This is an optimization exercise on Yosys and OpenROAD, whose aim is small area, not a production implementation.
The RTL was checked by simulation tests, not by an equivalence proof against the original design.
No activity file was given, so power comes from the tool's default toggle rates.

==> design/flow/design.v <==
module gate_seq_ctrl #(
    parameter int unsigned INPUT_SZ  = 16,
    parameter int unsigned HIDDEN_SZ = 16,
    parameter int unsigned QN        = 6,
    parameter int unsigned QM        = 11,
    parameter int unsigned TIMEOUT   = 1024,
    localparam int unsigned BITWIDTH        = QN + QM + 1,
    localparam int unsigned LAYER_BITWIDTH  = BITWIDTH * HIDDEN_SZ,
    localparam int unsigned ADDR_BITWIDTH_X = $clog2(INPUT_SZ),
    localparam int unsigned ADDR_BITWIDTH   = $clog2(HIDDEN_SZ),
    localparam int unsigned STEP_W          = 16
) (
    input  logic                       clock,
    input  logic                       reset,
    input  logic                       cfg_start,
    input  logic [STEP_W-1:0]          num_steps,
    input  logic                       wt_valid,
    input  logic [LAYER_BITWIDTH-1:0]  wt_data,
    output logic                       wt_ready,
    output logic                       writeEn_X,
    output logic                       writeEn_Y,
    output logic [ADDR_BITWIDTH_X-1:0] colAddressWrite_X,
    output logic [ADDR_BITWIDTH-1:0]   colAddressWrite_Y,
    output logic [LAYER_BITWIDTH-1:0]  weightMemInput_X,
    output logic [LAYER_BITWIDTH-1:0]  weightMemInput_Y,
    input  logic                       step_valid,
    output logic                       step_ready,
    output logic                       beginCalc,
    input  logic                       dataReady_gate,
    input  logic [LAYER_BITWIDTH-1:0]  gateOutput,
    output logic                       out_valid,
    output logic [LAYER_BITWIDTH-1:0]  out_data,
    input  logic                       out_ready,
    output logic                       busy,
    output logic                       done,
    output logic                       err
);
    localparam int unsigned CW = $clog2(TIMEOUT);
    logic sLoad, sCalc, sHold, sDone, we;
    logic sWait, idle;
    logic [CW-1:0]     cnt;    
    logic [STEP_W-1:0] rem;    
    logic [LAYER_BITWIDTH-1:0] data;
    assign idle  = ~busy;
    assign sWait = busy & ~(sLoad | sCalc | sHold | sDone);
    logic acc, lastBeat, remZero, wdogEnd, timeout, stepAcc, outAcc;
    assign acc      = sLoad & wt_valid;
    assign lastBeat = acc & (cnt[4:1] == 4'hF) & (cnt[0] ^ we);
    assign remZero  = (rem == '0);
    assign wdogEnd  = &cnt;
    assign timeout  = sCalc & ~dataReady_gate & wdogEnd;
    assign stepAcc  = sWait & step_valid;
    assign outAcc   = sHold & out_ready;
    logic [STEP_W:0] remT;
    always_comb begin
        remT[0] = stepAcc;
        for (int i = 0; i < STEP_W; i++) remT[i+1] = remT[i] & ~rem[i];
    end
    always_ff @(posedge clock or negedge reset) begin
        if (!reset) begin
            busy  <= 1'b0;
            sLoad <= 1'b0;
            sCalc <= 1'b0;
            sHold <= 1'b0;
            sDone <= 1'b0;
            we    <= 1'b0;
            err   <= 1'b0;
        end else begin
            busy  <= busy ? ~sDone : cfg_start;
            sLoad <= (idle & cfg_start) | (sLoad & ~lastBeat);
            sCalc <= stepAcc | (sCalc & ~dataReady_gate & ~wdogEnd);
            sHold <= (sCalc & dataReady_gate) | (sHold & ~out_ready);
            sDone <= ((lastBeat | outAcc) & remZero) | timeout;
            we    <= acc;
            err   <= (idle & cfg_start) ? 1'b0 : (err | timeout);
        end
    end
    always_ff @(posedge clock) begin
        if (idle || sWait)
            cnt <= '0;
        else
            cnt <= cnt + (sLoad ? CW'(we) : CW'(1));
        rem <= idle ? num_steps : (rem ^ remT[STEP_W-1:0]);
        data <= ({LAYER_BITWIDTH{sLoad}} & wt_data)
              | ({LAYER_BITWIDTH{sCalc}} & gateOutput)
              | ({LAYER_BITWIDTH{sHold}} & data);
    end
    assign wt_ready          = sLoad;
    assign writeEn_X         = we & ~cnt[4];
    assign writeEn_Y         = we &  cnt[4];
    assign colAddressWrite_X = cnt[ADDR_BITWIDTH_X-1:0];
    assign colAddressWrite_Y = cnt[ADDR_BITWIDTH-1:0];
    assign weightMemInput_X  = data;
    assign weightMemInput_Y  = data;
    assign out_data          = data;
    assign step_ready        = sCalc & (cnt == '0);
    assign beginCalc         = step_ready;
    assign out_valid         = sHold;
    assign done              = sDone;
endmodule
==> design/flow/flow/run.sh <==
#!/bin/bash
# The standard layout, with these changes to how it is made:
#  - every port is buffered by the smallest buffer (sky130_fd_sc_hd__buf_1)
#    instead of the one buffer_ports picks by default;
#  - clock tree: clkbuf_4 buffers, sinks clustered in groups of up to 8
#    within 60 um, and no dummy loads.
set -euo pipefail
bash standard.sh \
  BUFFER_PORTS_ARGS="-buffer_cell sky130_fd_sc_hd__buf_1" \
  CTS_ARGS="-sink_clustering_enable -repair_clock_nets -dont_use_dummy_load -buf_list sky130_fd_sc_hd__clkbuf_4 -sink_clustering_size 8 -sink_clustering_max_diameter 60" \
  finish > standard_flow.log 2>&1
==> design/flow/standard.sh <==
#!/bin/bash
# synth_recipe.tcl (not shown) runs the flow's synth.tcl, then flattens the netlist and writes it again
# the make line also repeats each setting of config.mk as NAME=value (left out here)
make -C /OpenROAD-flow-scripts/flow DESIGN_CONFIG=/design/flow/config.mk WORK_HOME=/design/flow/orfs CLKGATE_MAP_FILE= SYNTH_SCRIPT=/design/flow/synth_recipe.tcl "${@:-finish}"
==> design/flow/config.mk <==
export PLATFORM = sky130hd
export DESIGN_NAME = gate_seq_ctrl
export DESIGN_NICKNAME = gate_seq_ctrl
export VERILOG_FILES = /design/flow/design.v
export SDC_FILE = /design/flow/constraint.sdc
export NUM_CORES = 4
export LEC_CHECK = 0
export CAP_MARGIN = 20
export CORE_AREA = 150 150 360 360
export DIE_AREA = 0 0 510 510
export PLACE_DENSITY = 0.8
export SLEW_MARGIN = 20
==> design/flow/constraint.sdc <==
create_clock -name core_clock -period 5.0 [get_ports {clock}]
set_input_delay 1.0000 -clock core_clock [delete_from_list [all_inputs] [get_ports {clock}]]
set_output_delay 1.0000 -clock core_clock [all_outputs]
set_load 0.01 [all_outputs]
==> summary.txt, run 1 <==
The flow ran to the end and the layout has no timing, DRC or antenna violations. The floorplan step set the die width to 510 um. The sequential fraction of the synthesis area is 0.403. The estimated wirelength of the detail-placed design was 360000 um; the number of synthesized register bits was 321. The initial antenna violation count was 572; the length in cells of the worst reg-to-reg path was 19.

The transition time of the tightest slew-check pin is 1.13 ns. Total power for the finished layout comes to 0.0147 W. At the worst endpoint, the required time is 5.59 ns.

The simple-gate area share of the yosys netlist was 0.0195. Counting the buffers created by CTS gives 49. The worst setup path is launched from a register. VDD sags by at most 1.11 mV. The first global-routing pass estimated 413000 um of wire.

The run gives 1 as the count of yosys warnings during synthesis. Clock input transition at the sequential cells of the worst setup and hold paths: 0.09 ns. In this run the power density over the cells is 801 nW/um^2.

Clock tree synthesis found a total of 321 sinks. The clock passes through at most 3 buffers. The floorplan step defined a die boundary enclosing 260000 sq um.

Based on the critical path, the design can be clocked at up to 264 MHz. The tools report the final-report max-slew violation count as 0. The synthesized-area fraction occupied by xor and xnor cells was 0.00273; the number of instances resized during post-cts repair was 0. Once placement finished, the instance area stood at 17600 sq um.

The fraction of layout instances using a drive strength above 1 is 0.0253. The count of max-cap constraint violations is 0, and the number of global-route vias before repair is 17000. The post-CTS setup buffer count came out at 0. The run gives 1.08 as the placer congestion estimate. The number of nets in the synthesized netlist is 2333. The overall routed net length was 379000 um; the overall track demand over capacity in global routing was 0.240. After routing, the total negative slack on setup checks comes to 0 ns. The worst-case headroom to the max-slew limit came out at 0.244. The run gives 8.03 nW as the static power due to leakage. In this run the worst hold path is classified as input port to async pin.

The placed instance count came out at 3103. The logs give 1717 for the synthesized instance count and 35 for the number of distinct library cell variants in the gate-level netlist after synthesis. The element type at the critical path end is a register. In this run the vertical extent of the chip is 510 um.

For the worst-skew pair, the clock arrives at the later sink with an insertion delay of 0.74 ns. Setup repair after global routing left no endpoint under its margin. Setup violations remaining at the end of the flow were counted as 0. On the final layout, the worst clock skew is 0.0613 ns. The share of the cycle needed by the critical path after routing is 0.757. In this run the count of I/O pins placed on the die edge is 1480. Port buffering added 1479 buffers. The post-synthesis adder-cell area fraction works out to 0.0133. The layout net count came out at 3185. In the routed layout, each cell is associated on average with a via count of 6.40. The run gives 18300 sq um as the post-route cell area. After detailed routing, the number of remaining DRC violations is 0.

The share of flip-flops with an asynchronous set or reset is 0.0218. The initial standard-cell utilization of the core was 0.371; the proportion of synthesized area in mux cells was 0. In this run, post-CTS hold repair placed 0 buffers.

The number of enable flip-flop cells after synthesis was 0; the post-synthesis to final-layout area growth was 14.3%. By area, the combinational part of the netlist is dominated by buffers and inverters. The worst-path maximum fanout is 2, and the share of the synthesized area in compound gates (AO/OA/AOI/OAI) is 0.191. Once layout is complete, the cells apart from fillers number 3284. The mean area per synthesized cell is 9.35 sq um, and the number of endpoints with negative hold slack in the final report is 0. TritonCTS built the clock tree. After the first detailed-routing iteration, the DRC count stood at 4913.

The tools report the floorplan core area as 43300 sq um. The tree is rooted in a sky130_fd_sc_hd__clkbuf_4. In this run the remaining antenna-violating nets after routing total 0.

For the maximum number of pins on one net before global-route repair, the log shows 207. The worst setup path is of the register to register kind. For the site row count, the log shows 76. The synthesized netlist occupies a cell area of 16000 sq um. Summed over all layers, the global routing overflow is 0.

Dividing the detail-routed wire length by the instance count gives 115 um. The final critical delay including setup and external delays works out to 3.79 ns. Before antenna repair, the detailed router went through 14 iterations.

The clock tree synthesis step divided the H-tree into 2 levels. The detailed router placed 21000 vias in this run. The leading register cell type out of synthesis was sky130_fd_sc_hd__dfxtp_1.

Data arrival time of the critical path: 4.37 ns.
placed cells by master, fill, tap and decap left out, drive strengths merged, types with 7 or more instances in the layout:
cell type	netlist	routed
nor2	8	8
clkbuf	78	49
ha	17	17
dfrtp	7	7
nor4	7	7
nand2	18	18
diode	0	132
inv	310	310
a21oi	7	7
dfxtp	314	314
o21ai	20	20
a222oi	288	288
buf	608	1487
path summary, 6_finish.rpt:
check | from | end | slack [ns]
max | sCalc | rem[15] | 1.21
min | reset | sCalc | 0.14
max reg2reg | sCalc | rem[15] | 1.21
min reg2reg | sDone | busy | 0.49
max in group asynchronous | reset | sLoad | 4.51
min in group core_clock | gateOutput[11] | data[11] | 0.47
state kept, by name (all words and copies together), names as in the netlist:
signal,count
data,288
rem,16
cnt,10
busy,1
err,1
sCalc,1
sDone,1
sHold,1
sLoad,1
we,1
synth_stat cells, types with 2 or more instances:
cell                       instances  share of area
sky130_fd_sc_hd__nor2_1            8         0.0019
sky130_fd_sc_hd__nand2b_1          3         0.0012
sky130_fd_sc_hd__dfrtp_1           7          0.011
sky130_fd_sc_hd__nor4_1            7         0.0027
sky130_fd_sc_hd__ha_1             17          0.013
sky130_fd_sc_hd__buf_1            10         0.0023
sky130_fd_sc_hd__nand4_1           3         0.0012
sky130_fd_sc_hd__clkbuf_1         77          0.018
sky130_fd_sc_hd__o31ai_1           2        0.00094
sky130_fd_sc_hd__nand3_1           5         0.0016
sky130_fd_sc_hd__nand2_1          18         0.0042
sky130_fd_sc_hd__buf_4           585           0.27
sky130_fd_sc_hd__inv_1           310          0.073
sky130_fd_sc_hd__a222oi_1        288           0.18
sky130_fd_sc_hd__or3_1             2        0.00078
sky130_fd_sc_hd__xor2_1            3         0.0016
sky130_fd_sc_hd__or4_1             3         0.0014
sky130_fd_sc_hd__a21oi_1           7         0.0022
sky130_fd_sc_hd__dfxtp_1         314           0.39
sky130_fd_sc_hd__xnor2_1           2         0.0011
sky130_fd_sc_hd__buf_2            13         0.0041
sky130_fd_sc_hd__o21ai_0          20         0.0062
per-stage QoR:
stage / hold slack [ns] / worst slack, ns / utilization
6_report: 0.144 / 1.21 / 0.424
5_1_grt: 0.0725 / 1.02 / 0.421
4_1_cts: 0.0523 / 1.13 / 0.416
3_5_place_dp: 0.480 / 0.688 / 0.408
3_3_place_gp: 0.462 / 0.702 / 0.408
2_1_floorplan: 0.467 / 0.943 / -
report_power, final:
| part | internal (W) | leakage, nW | switching, W |
|---|---|---|---|
| Sequential | 0.00328 | 2.69 | 0.00122 |
| Combinational | 0.00136 | 5.11 | 0.00750 |
| Clock | 0.000449 | 0.226 | 0.000894 |
| Total | 0.00509 | 8.03 | 0.00961 |
per-layer routing:
metal	up-vias	global-route usage	part of all wire	routed length (um)
met5	-	0	0.0019	734
met4	110	0.0997	0.054	20400
met3	1260	0.276	0.24	90000
met2	3092	0.421	0.49	186000
met1	9256	0.150	0.22	81500
li1	7309	-	-	-
cell type report:
class | instances | area, sq um
tap | 585 | 732
sequential | 321 | 6470
timing repair buffer | 1487 | 5640
inverter | 310 | 1160
antenna | 132 | 330
clock buffer | 49 | 368
fill | 4603 | 24900
multi-input combinational | 400 | 3630
kinds of logic (layout without fill, tap and decap cells):
kind of cell / Yosys count / after routing
and+or+nand+nor: 57 / 57
xor gates and xnor gates: 5 / 5
DFF: 321 / 321
adders and majority gates: 17 / 17
buffers and inverters: 996 / 1846
AOI/OAI and AO/OA: 321 / 321
other: 0 / 132
worst max-delay path, stage by stage (launching register included):
cell	delay, ns
sky130_fd_sc_hd__dfrtp_4	0.44
sky130_fd_sc_hd__nor4_1	0.07
sky130_fd_sc_hd__and3_1	0.21
sky130_fd_sc_hd__ha_1	0.19
sky130_fd_sc_hd__ha_1	0.18
sky130_fd_sc_hd__ha_1	0.17
sky130_fd_sc_hd__ha_1	0.17
sky130_fd_sc_hd__ha_1	0.18
sky130_fd_sc_hd__ha_1	0.18
sky130_fd_sc_hd__ha_1	0.18
sky130_fd_sc_hd__ha_1	0.18
sky130_fd_sc_hd__ha_1	0.18
sky130_fd_sc_hd__ha_1	0.18
sky130_fd_sc_hd__ha_1	0.18
sky130_fd_sc_hd__ha_1	0.18
sky130_fd_sc_hd__ha_1	0.19
sky130_fd_sc_hd__ha_1	0.18
sky130_fd_sc_hd__ha_1	0.19
sky130_fd_sc_hd__xnor2_1	0.13
sky130_fd_sc_hd__a21oi_1	0.08
==> inputs of run 2 (changes only) <==
--- a/design/flow/config.mk
+++ b/design/flow/config.mk
@@ -8,5 +8,5 @@
 export CAP_MARGIN = 20
-export CORE_AREA = 150 150 360 360
+export CORE_AREA = 160 160 350 350
 export DIE_AREA = 0 0 510 510
-export PLACE_DENSITY = 0.8
+export PLACE_DENSITY = 0.85
 export SLEW_MARGIN = 20
==> summary.txt, run 2 <==
The flow ran to the end and the layout has no timing, DRC or antenna violations. Via count normalized by instance count: 6.78 (+5.8%). For this run, the leading register cell type out of synthesis is sky130_fd_sc_hd__dfxtp_1. The share of flip-flops with an asynchronous set or reset came out at 0.0218 (unchanged). The worst setup path is captured at a register.

Setup clock skew after layout: 0.0675 ns (+0.00617 ns). After synthesis, the most frequently instantiated cells are sky130_fd_sc_hd__buf_4, sky130_fd_sc_hd__dfxtp_1, sky130_fd_sc_hd__inv_1. The synthesized instance count was 1717 (unchanged); the clock input transition at the sequential cells of the worst setup and hold paths was 0.09 ns (about the same). The library cells used most frequently in the layout, excluding fill and tap cells, are sky130_fd_sc_hd__buf_1, sky130_fd_sc_hd__dfxtp_1, sky130_fd_sc_hd__inv_1. The setup TNS was 0 ns (unchanged); the share of the cycle needed by the critical path after routing was 0.819 (+0.0615). The sequential fraction of the synthesis area was 0.403 (unchanged); the initial standard-cell utilization of the core was 0.451 (+0.0803). Setup repair after global routing left no endpoint under its margin. For the netlist area before placement, the log shows 16000 sq um (unchanged).

The worst-path maximum fanout came out at 25 (+23). The area enclosed by the die boundary was 260000 sq um (unchanged); the average routed wire per standard cell was 123 um (+6.7%). The mean area per synthesized cell was 9.35 sq um (unchanged); the count of yosys warnings during synthesis was 1 (unchanged). The antenna violation net count after detailed routing came out at 0 (unchanged). Length of the first detailed-routing pass in iterations: 19 (+5). The post-CTS setup buffer count is 0 (unchanged). Category of the worst setup path launch point: a register. Sorting the synthesized cells by area gives the leading types as sky130_fd_sc_hd__dfxtp_1, sky130_fd_sc_hd__buf_4, sky130_fd_sc_hd__a222oi_1. The violation count after the first detailed-routing iteration is 6296 (+28%), and the post-route cell area is 18300 sq um (-0.11%).

The overall routed net length was 396000 um (+4.5%); the flip-flop count of the largest register after layout was 288 (unchanged). For the site row count, the log shows 69 (-9.2%). The final-report max-slew violation count is 0 (unchanged), and the worst-case headroom to the max-slew limit is 0.247 (+0.00312). From synthesis to final layout, the design area changed by 14.2%. The most common cell after layout, fill and taps aside is sky130_fd_sc_hd__buf_1. Number of buffers created by CTS: 48 (-2.0%). Final routed DRC violation total: 0 (unchanged).

The count of placed standard cells in the final layout, fillers left out came out at 3216 (-2.1%). The number of endpoints with negative hold slack in the final report is 0 (unchanged), and the number of instances resized during post-cts repair is 0 (unchanged). The number of synthesized register bits works out to 321 (unchanged). The global-route wire length before repair was 429000 um (+3.9%). The height of the die was 510 um (unchanged). For the number of vias after detailed routing, the log shows 21800 (+3.7%).

The number of global-route vias before repair is 17200 (+1.3%). The final critical delay including setup and external delays is 4.09 ns (+0.307 ns). The logs give 244 MHz (-7.5%) for the peak clock frequency supported by timing and 3185 (unchanged) for the layout net count. The least setup slack across all paths after layout was 0.907 ns (-0.307 ns); the count of endpoints failing setup in the final report was 0 (unchanged). The placement-stage worst setup slack is 0.610 ns (-0.0782 ns). For the initial antenna violation count, the log shows 563 (-1.6%).

The run gives 2980 (-4.0%) as the placed instance count. The cell area power density works out to 828 nW/um^2 (+3.3%). The floorplan core area came out at 35600 sq um (-18%). X dimension of the die: 510 um (unchanged).

The count of boundary I/O pins is 1480 (unchanged), and the overall track demand over capacity in global routing is 0.249 (+0.00852). Number of distinct library cell variants in the gate-level netlist after synthesis: 35 (unchanged). In the post-synthesis netlist, the cell with the most instances is sky130_fd_sc_hd__buf_4.

The logs give 0 (unchanged) for the number of buffers inserted for hold repair after clock tree synthesis and 8.03 nW (about the same) for the static power due to leakage. The estimated wirelength of the detail-placed design came out at 375000 um (+4.3%). The largest registers in the layout are data (288), rem (16), cnt (10). The cell accounting for the most synthesized area is sky130_fd_sc_hd__dfxtp_1.

TritonCTS built the clock tree. The transition time of the tightest slew-check pin was 1.13 ns (-0.00467 ns). The share of the core filled with cells came out at 0.515 (+0.0912). The number of enable flip-flop cells after synthesis came out at 0 (unchanged).

The total of buffers placed on input and output ports was 1479 (unchanged). Startpoint-to-endpoint class of the critical path: register to register. The min-delay analysis places its worst path in the category input port to async pin. The area fraction of the dominant cell type after synthesis works out to 0.392 (unchanged).

The worst-skew pair later-pin latency was 0.70 ns (-0.04 ns). The critical path required time is 5.62 ns (+0.03 ns), and the placer congestion estimate is 1.06 (-1.2%). Clock tree synthesis selected as its root buffer the cell sky130_fd_sc_hd__clkbuf_4. Top register by number of flip-flops: data.

Number of clock sinks: 321 (unchanged). The fraction of layout instances using a drive strength above 1 was 0.0261 (+0.000779); the worst vdd rail ir drop was 1.23 mV (+11%). The run gives 2333 (unchanged) as the post-synthesis net count.

The area after detailed placement is 17500 sq um (-0.87%), and the remaining global-route overflow is 0 (unchanged). For the maximum number of pins on one net before global-route repair, the log shows 211 (+1.9%). Data arrival time of the critical path: 4.71 ns (+0.34 ns). The buffer depth of the longest clock path is 3 (unchanged). The number of levels the H-tree was split into was 2 (unchanged); the count of max-cap constraint violations was 0 (unchanged).
[run 2: cell counts after synthesis]
No cell type changed its count.
[run 2: worst paths after layout]
path | startpoint | end | slack (ns) | cells after the start
max reg2reg | sHold | rem[15] | 0.91 | 19
max | sHold | rem[15] | 0.91 | 19
min reg2reg | sDone | busy | 0.51 | 1
min | reset | we | 0.19 | 1
max in group asynchronous | reset | sCalc | 4.48 | 1
min in group core_clock | gateOutput[14] | data[14] | 0.50 | 3
[run 2: routing by layer]
layer / up-vias / part of all wire / global-route usage
met5: - / 0.0015 / 0
met4: 78 / 0.061 / 0.117
met3: 1313 / 0.26 / 0.314
met2: 3479 / 0.48 / 0.425
met1: 9561 / 0.20 / 0.144
li1: 7364 / - / -
[run 2: kinds of logic after synthesis]
family,after synthesis,share of synthesized area
flops,321,0.403
compound gates,321,0.191
fa+ha+maj,17,0.0133
xor+xnor,5,0.00273
buf+inv,996,0.371
simple gates,57,0.0195
[run 2: through the flow]
stage / hold WS [ns] / total power, W
floorplan: 0.467 / 0.00787
finish: 0.192 / 0.0152
global placement: 0.480 / 0.0141
detailed placement: 0.473 / 0.0141
global route: 0.172 / 0.0161
CTS: 0.140 / 0.0154
[run 2: worst max-delay path, cell delays in order, from the launching register on]
cell and delay, ns:
sky130_fd_sc_hd__dfrtp_4 0.62, sky130_fd_sc_hd__nor4_1 0.10, sky130_fd_sc_hd__and3_1 0.22, sky130_fd_sc_hd__ha_1 0.19, sky130_fd_sc_hd__ha_1 0.19, sky130_fd_sc_hd__ha_1 0.18, sky130_fd_sc_hd__ha_1 0.18, sky130_fd_sc_hd__ha_1 0.18
sky130_fd_sc_hd__ha_1 0.18, sky130_fd_sc_hd__ha_1 0.18, sky130_fd_sc_hd__ha_1 0.18, sky130_fd_sc_hd__ha_1 0.18, sky130_fd_sc_hd__ha_1 0.19, sky130_fd_sc_hd__ha_1 0.19, sky130_fd_sc_hd__ha_1 0.19, sky130_fd_sc_hd__ha_1 0.18
sky130_fd_sc_hd__ha_1 0.18, sky130_fd_sc_hd__ha_1 0.19, sky130_fd_sc_hd__xnor2_1 0.12, sky130_fd_sc_hd__a21oi_1 0.16
[run 2: layout make-up]
class / count / area, sq um
Fill cell: 3499 / 17200
Sequential cell: 321 / 6470
Timing Repair Buffer: 1488 / 5640
Multi-Input combinational cell: 400 / 3630
Inverter: 310 / 1160
Tap cell: 461 / 577
Antenna cell: 188 / 470
Clock buffer: 48 / 360
[run 2: report_power, final]
group	switching [W]	internal [W]
sequential	0.00124	0.00328
combinational	0.00797	0.00136
clock	0.000884	0.000440

## what the ideal ports hide
The results above use ideal ports. As a check the final layouts listed here were re-extracted and re-timed, cells and wires unchanged. Step 1, drivers: a clkbuf_16 drives clock and a buf_2 each remaining input, both assumed. Step 2 adds t to the input delays and takes it off the output delays; t is the mean of the earliest and latest rising clock arrival at the registers after step 1. Input paths then give back, and output paths get back, about the clock's delay inside the block. Three values: no drivers, after step 1, after step 2; two values: the first two.
| run | t, ns | slack for setup (ns) | latest minus earliest clock arrival (ns) |
|---|---|---|---|
| run 1 | 0.786 | 1.215 / 1.215 / 0.523 | 0.069 / 0.069 |
| run 2 | 0.744 | 0.907 / 0.907 / 0.465 | 0.079 / 0.079 |
After both steps every run listed still meets setup and hold. For run 1, which loses most, drivers alone change the setup slack by 0.000 ns; drivers and shift together by -0.692 ns.
